Background: an optimization exercise with open tools, aiming at small area. Do not read the settings as production practice. Only simulation tests tie the RTL to the original design; equivalence was not proved. Power figures rest on the tool's default switching activity, not on a simulated workload.

10-16:
## rs_syndrome_calc
module rs_syndrome_calc
(
   input  logic         clk,
   input  logic         rst,
   input  logic         din_valid,
   input  logic         din_sof,
   input  logic [7:0]   data_in,
   output logic         synd_valid,
   input  logic         synd_ready,
   output logic [255:0] syndromes,
   output logic         synd_err,
   output logic         overrun,
   output logic         sync_err
);
export LEC_CHECK = 0
export CAP_MARGIN = 5
export CORE_MARGIN = 2
export CORE_UTILIZATION = 40
export SLEW_MARGIN = 5
export SYNTH_HIERARCHICAL = 1
export SYNTH_MINIMUM_KEEP_SIZE = 0
create_clock -name core_clock -period 6.0 [get_ports {clk}]
standard.sh (not shown) runs the stock make flow with config.mk's settings and CLKGATE_MAP_FILE= SYNTH_SCRIPT=/design/flow/synth_recipe.tcl, a recipe that flattens the netlist after the stock synthesis.
==> flow/flow/run.sh <==
#!/bin/bash
# Standard ORFS layout with three changes to how it is made:
#  - port buffers use the smallest buffer (buf_1) instead of the one buffer_ports picks;
#  - CTS uses small clock buffers and inserts no dummy load cells.
# Every tool's output goes to flow_make.log in the work folder (ORFS keeps its own
# per-step logs under orfs/logs/).
set -euo pipefail
export BUFFER_PORTS_ARGS="-buffer_cell sky130_fd_sc_hd__buf_1"
export CTS_ARGS="-sink_clustering_enable -repair_clock_nets -dont_use_dummy_load -sink_clustering_size 16 -sink_clustering_max_diameter 80 -buf_list {sky130_fd_sc_hd__clkbuf_8}"
bash standard.sh finish > flow_make.log 2>&1
10-16: flow completed, timing, DRC and antenna clean
Input changes introduced in 10-12 (baseline for comparison: 10-16):
-- flow/config.mk --
<<< 10-16, line 8
export CAP_MARGIN = 5
>>> 10-12, line 8
export CAP_MARGIN = 20
<<< 10-16, line 10
export CORE_UTILIZATION = 40
export SLEW_MARGIN = 5
>>> 10-12, line 10
export CORE_UTILIZATION = 75
export PLACE_DENSITY = 0.88
export SLEW_MARGIN = 20
Notes after the runs:
- The flow did not stop early for 10-12: all stages ran, and the layout cleared the timing, design-rule and antenna checks.
- In 10-12 the worst setup slack after placement turned out 0.26 ns lower than in 10-16.
- Looking at slowest stage cell on the critical path, the sky130_fd_sc_hd__nor4_2 result is from 10-16; the sky130_fd_sc_hd__nor4_1 one comes from 10-12.
- Compared with 10-16, in 10-12 worst hold slack increased 0.021 ns; utilization of the core after routing went up by 38 points.
- Compared with 10-16, 10-12 shows filler-free cell count of the finished design that has gone down by more than 10%.
- Compared with 10-16, the detailed router inserted more vias in 10-12.
- [compare] base=10-16 new=10-12: setup slack went down by 0.026 ns; final design area excluding fillers went down by 2.3%; well tap count went down by about 50%.

* * *

Another version of the RTL of rs_syndrome_calc (not shown whole).
For scale: ~1600 cells after synthesis, about 520 flip-flops, ~23000 µm² of cells after synthesis.
// rs_syndrome_calc
module rs_syndrome_calc
(
   input  logic         clk,
   input  logic         rst,
   input  logic         din_valid,
   input  logic         din_sof,
   input  logic [7:0]   data_in,
   output logic         synd_valid,
   input  logic         synd_ready,
   output logic [255:0] syndromes,
   output logic         synd_err,
   output logic         overrun,
   output logic         sync_err
);
   logic [7:0]   r_cnt;
   logic [255:0] r_acc;
   logic [255:0] r_synd;
   logic         r_valid;
   logic         r_overrun;
   logic         r_sync_err;
   logic [7:0]   w_slot;
   logic         w_first;
   logic         w_last;
   logic         w_sync;
   logic         w_load;
   logic         w_drop;
   logic [255:0] w_acc_next;
   assign w_slot  = (din_valid && din_sof) ? 8'd0 : r_cnt;
   assign w_first = (w_slot == 8'd0);
   assign w_last  = din_valid && (w_slot == rs_syndrome_calc_pkg::LAST_SLOT);
   assign w_sync  = din_valid && din_sof && (r_cnt != 8'd0);
   assign w_load  = w_last && (!r_valid || synd_ready);
   assign w_drop  = w_last && r_valid && !synd_ready;
   genvar j;
   generate
      for (j = 1; j <= rs_syndrome_calc_pkg::NSYM; j++) begin : g_cell
         rs_synd_cell #(
            .J (j)
         ) u_cell (
            .i_acc      (r_acc[8*j-1 -: 8]),
            .i_keep     (!w_first),
            .i_data     (data_in),
            .o_acc_next (w_acc_next[8*j-1 -: 8])
         );
      end
   endgenerate
   always_ff @(posedge clk) begin
      if (din_valid) r_acc <= w_acc_next;
   end
   always_ff @(posedge clk) begin
      if (w_load) r_synd <= w_acc_next;
   end
   always_ff @(posedge clk or posedge rst) begin
      if (rst) begin
         r_cnt      <= 8'd0;
         r_valid    <= 1'b0;
         r_overrun  <= 1'b0;
         r_sync_err <= 1'b0;
      end else begin
         if (din_valid)
            r_cnt <= (w_slot == rs_syndrome_calc_pkg::LAST_SLOT) ? 8'd0 : w_slot + 8'd1;
         r_sync_err <= w_sync;
         r_overrun  <= w_drop;
         if (w_load)
            r_valid <= 1'b1;
         else if (r_valid && synd_ready)
            r_valid <= 1'b0;
      end
   end
   assign synd_valid = r_valid;
   assign syndromes  = r_synd;
   assign synd_err   = |r_synd;
   assign overrun    = r_overrun;
   assign sync_err   = r_sync_err;
endmodule
export LEC_CHECK = 0
export CAP_MARGIN = 20
export CORE_MARGIN = 2
export CORE_UTILIZATION = 40
export SLEW_MARGIN = 20
export SYNTH_HIERARCHICAL = 1
export SYNTH_MINIMUM_KEEP_SIZE = 0
create_clock -name core_clock -period 6.0 [get_ports {clk}]
==> flow/flow/run.sh <==
#!/bin/bash
# Standard ORFS layout with three changes to how it is made:
#  - port buffers use the smallest buffer (buf_1) instead of the one buffer_ports picks;
#  - CTS uses small clock buffers and inserts no dummy load cells.
# Every tool's output goes to flow_make.log in the work folder (ORFS keeps its own
# per-step logs under orfs/logs/).
set -euo pipefail
export BUFFER_PORTS_ARGS="-buffer_cell sky130_fd_sc_hd__buf_1"
export CTS_ARGS="-sink_clustering_enable -repair_clock_nets -dont_use_dummy_load -sink_clustering_size 22 -sink_clustering_max_diameter 100 -buf_list {sky130_fd_sc_hd__clkbuf_8 sky130_fd_sc_hd__clkbuf_16}"
bash standard.sh finish > flow_make.log 2>&1
The starting point went through all stages and came out clean.
Change:
--- a/flow/flow/run.sh
+++ b/flow/flow/run.sh
@@ -9 +9 @@
-export CTS_ARGS="-sink_clustering_enable -repair_clock_nets -dont_use_dummy_load -sink_clustering_size 22 -sink_clustering_max_diameter 100 -buf_list {sky130_fd_sc_hd__clkbuf_8 sky130_fd_sc_hd__clkbuf_16}"
+export CTS_ARGS="-sink_clustering_enable -repair_clock_nets -dont_use_dummy_load -sink_clustering_size 16 -sink_clustering_max_diameter 80 -buf_list {sky130_fd_sc_hd__clkbuf_8}"
Outcome: Sequential power barely changes. Setup slack gets worse by 0.078 ns. Global-route usage is higher by 0.27 points. Sequential cell count is unchanged. Design area is lower by 0.58%. Synthesized area stays the same. Hold slack loses 0.0048 ns. Non-clock buffer count does not change. First-iteration DRC count is lower by 6.5%.
Change:
--- a/flow/flow/run.sh
+++ b/flow/flow/run.sh
@@ -9 +9 @@
-export CTS_ARGS="-sink_clustering_enable -repair_clock_nets -dont_use_dummy_load -sink_clustering_size 16 -sink_clustering_max_diameter 80 -buf_list {sky130_fd_sc_hd__clkbuf_8}"
+export CTS_ARGS="-sink_clustering_enable -repair_clock_nets -dont_use_dummy_load -sink_clustering_size 12 -sink_clustering_max_diameter 60 -buf_list {sky130_fd_sc_hd__clkbuf_4 sky130_fd_sc_hd__clkbuf_8}"
Outcome: The new run produced a layout that fails on max-slew violations; via count rose by 0.31%; first-iteration DRC count rose by 4.5%; final area rose by 0.69%; clock skew rose by 0.0091 ns; core utilization rose by 0.31 points; setup slack gets worse by 0.022 ns.

* * *

Another version of the RTL of rs_syndrome_calc (not shown whole).
For scale: about 1,600 cells after synthesis, about 270 I/O pins.
clock: 6.0 ns
lec_check: 0
cap_margin: 20
core_margin: 2
core_utilization: 60
cts_buf_list: sky130_fd_sc_hd__clkbuf_4 sky130_fd_sc_hd__clkbuf_8
slew_margin: 20
run.sh (not shown) runs the stock make flow with config.mk's settings and CLKGATE_MAP_FILE= SYNTH_SCRIPT=/design/flow/synth_recipe.tcl, a recipe that flattens the netlist after the stock synthesis.
Stock flow here: none of the scripts above is used.
The starting point finished clean.
Next try:
==> flow/flow/run.sh (new file) <==
#!/bin/bash
# Standard ORFS layout with three changes to how it is made:
#  - port buffers use the smallest buffer (buf_1) instead of the one buffer_ports picks;
#  - CTS uses small clock buffers and inserts no dummy load cells.
# Every tool's output goes to flow_make.log in the work folder (ORFS keeps its own
# per-step logs under orfs/logs/).
set -euo pipefail
export BUFFER_PORTS_ARGS="-buffer_cell sky130_fd_sc_hd__buf_1"
export CTS_ARGS="-sink_clustering_enable -repair_clock_nets -dont_use_dummy_load -sink_clustering_size 22 -sink_clustering_max_diameter 100 -buf_list {sky130_fd_sc_hd__clkbuf_8 sky130_fd_sc_hd__clkbuf_16}"
bash standard.sh finish > flow_make.log 2>&1
==> flow/standard.sh (new file) <==
#!/bin/bash
# synth_recipe.tcl (not shown) runs the flow's synth.tcl, then flattens the netlist and writes it again
# the make line also repeats each setting of config.mk as NAME=value (left out here)
make -C /OpenROAD-flow-scripts/flow DESIGN_CONFIG=/design/flow/config.mk WORK_HOME=/design/flow/orfs CLKGATE_MAP_FILE= SYNTH_SCRIPT=/design/flow/synth_recipe.tcl "${@:-finish}"
--- a/flow/config.mk
+++ b/flow/config.mk
@@ -8,5 +8,4 @@
 export CAP_MARGIN = 20
 export CORE_MARGIN = 2
-export CORE_UTILIZATION = 60
-export CTS_BUF_LIST = sky130_fd_sc_hd__clkbuf_4 sky130_fd_sc_hd__clkbuf_8
+export CORE_UTILIZATION = 40
 export SLEW_MARGIN = 20
removed: flow/run.sh
Synthesized area is unchanged. Synthesized cell count stays the same. Worst setup slack gets better by 0.27 ns. Wire length rose by about 4.6%. Cell count grows by about 5%. Global-route usage decreases by 9.0 points. Cell area fell by 7.6%. Power falls by 5.2%. Die area grows by 49%. Register-to-register slack gets worse by 0.07 ns. Sequential share of layout area increases by 4.4 points.
Next try:
--- a/flow/flow/run.sh
+++ b/flow/flow/run.sh
@@ -7,4 +7,4 @@
 set -euo pipefail
 export BUFFER_PORTS_ARGS="-buffer_cell sky130_fd_sc_hd__buf_1"
-export CTS_ARGS="-sink_clustering_enable -repair_clock_nets -dont_use_dummy_load -sink_clustering_size 22 -sink_clustering_max_diameter 100 -buf_list {sky130_fd_sc_hd__clkbuf_8 sky130_fd_sc_hd__clkbuf_16}"
+export CTS_ARGS="-sink_clustering_enable -repair_clock_nets -dont_use_dummy_load -buf_list {sky130_fd_sc_hd__clkbuf_4 sky130_fd_sc_hd__clkbuf_8}"
 bash standard.sh finish > flow_make.log 2>&1
- critical path depth is unchanged
- combinational power hardly moves
- worst setup slack improves by 0.020 ns
- core utilization goes up by 0.89 points
- design area rises slightly
- clock skew barely changes
- first-iteration DRC count goes down by a little under a tenth
- register-to-register slack stays flat
- hold slack loses 0.068 ns
- sequential power stays flat
- sequential share of layout area came out lower by 1.1 points
Next try:
--- a/flow/flow/run.sh
+++ b/flow/flow/run.sh
@@ -7,4 +7,4 @@
 set -euo pipefail
 export BUFFER_PORTS_ARGS="-buffer_cell sky130_fd_sc_hd__buf_1"
-export CTS_ARGS="-sink_clustering_enable -repair_clock_nets -dont_use_dummy_load -buf_list {sky130_fd_sc_hd__clkbuf_4 sky130_fd_sc_hd__clkbuf_8}"
+export CTS_ARGS="-sink_clustering_enable -repair_clock_nets -dont_use_dummy_load -sink_clustering_size 30 -sink_clustering_max_diameter 120 -buf_list {sky130_fd_sc_hd__clkbuf_8 sky130_fd_sc_hd__clkbuf_16}"
 bash standard.sh finish > flow_make.log 2>&1
Routed wire length falls by about 2.2%.
Non-clock buffer count is unchanged.
Register-to-register slack improved by 0.06 ns.
Die area is unchanged.
Via count falls by 2.8%.
Global-route usage falls by 0.63 points.

[separate check: timing with driven ports]
The results above use ideal ports. As a check the final layouts listed here were re-extracted and re-timed, cells and wires unchanged.
Step 1 (the two cells are an assumption about what drives the block):
set clk [get_ports {clk}]
set_driving_cell -lib_cell sky130_fd_sc_hd__clkbuf_16 $clk
set_driving_cell -lib_cell sky130_fd_sc_hd__buf_2 [delete_from_list [all_inputs] $clk]
Step 2 times the ports against the registers' clock, not the clock port: input delays grow and output delays shrink by t, the midpoint of the rising clock arrivals with the driver on.
a / b / c = ideal / step 1 / step 2; a / b = the first two.
run	shift t [ns]	setup WS [ns]	clock arrival spread, ns	worst data-port slew with drivers (ns)	cell pins on the clock port's net
10-16	0.649	1.643 / 1.588 / 1.644	0.068 / 0.068	0.12	1
10-12	0.611	1.617 / 1.569 / 1.292	0.023 / 0.023	0.10	1
the first run of note 2	0.630	1.863 / 1.808 / 1.406	0.022 / 0.022	0.16	1
the second run of note 2	0.663	1.785 / 1.733 / 1.373	0.043 / 0.043	0.16	1
the third run of note 2	0.669	1.762 / 1.710 / 1.406	0.053 / 0.052	0.17	1
the first run of note 3	0.679	1.249 / 1.199 / 1.513	0.033 / 0.032	0.05	1
the second run of note 3	0.621	1.519 / 1.458 / 1.877	0.076 / 0.076	0.03	1
the third run of note 3	0.696	1.539 / 1.481 / 1.848	0.076 / 0.076	0.04	1
the fourth run of note 3	0.611	1.594 / 1.532 / 1.883	0.061 / 0.061	0.04	1
For the first run of note 2, which loses most, drivers alone change the setup slack by -0.055 ns; drivers and shift together by -0.457 ns.
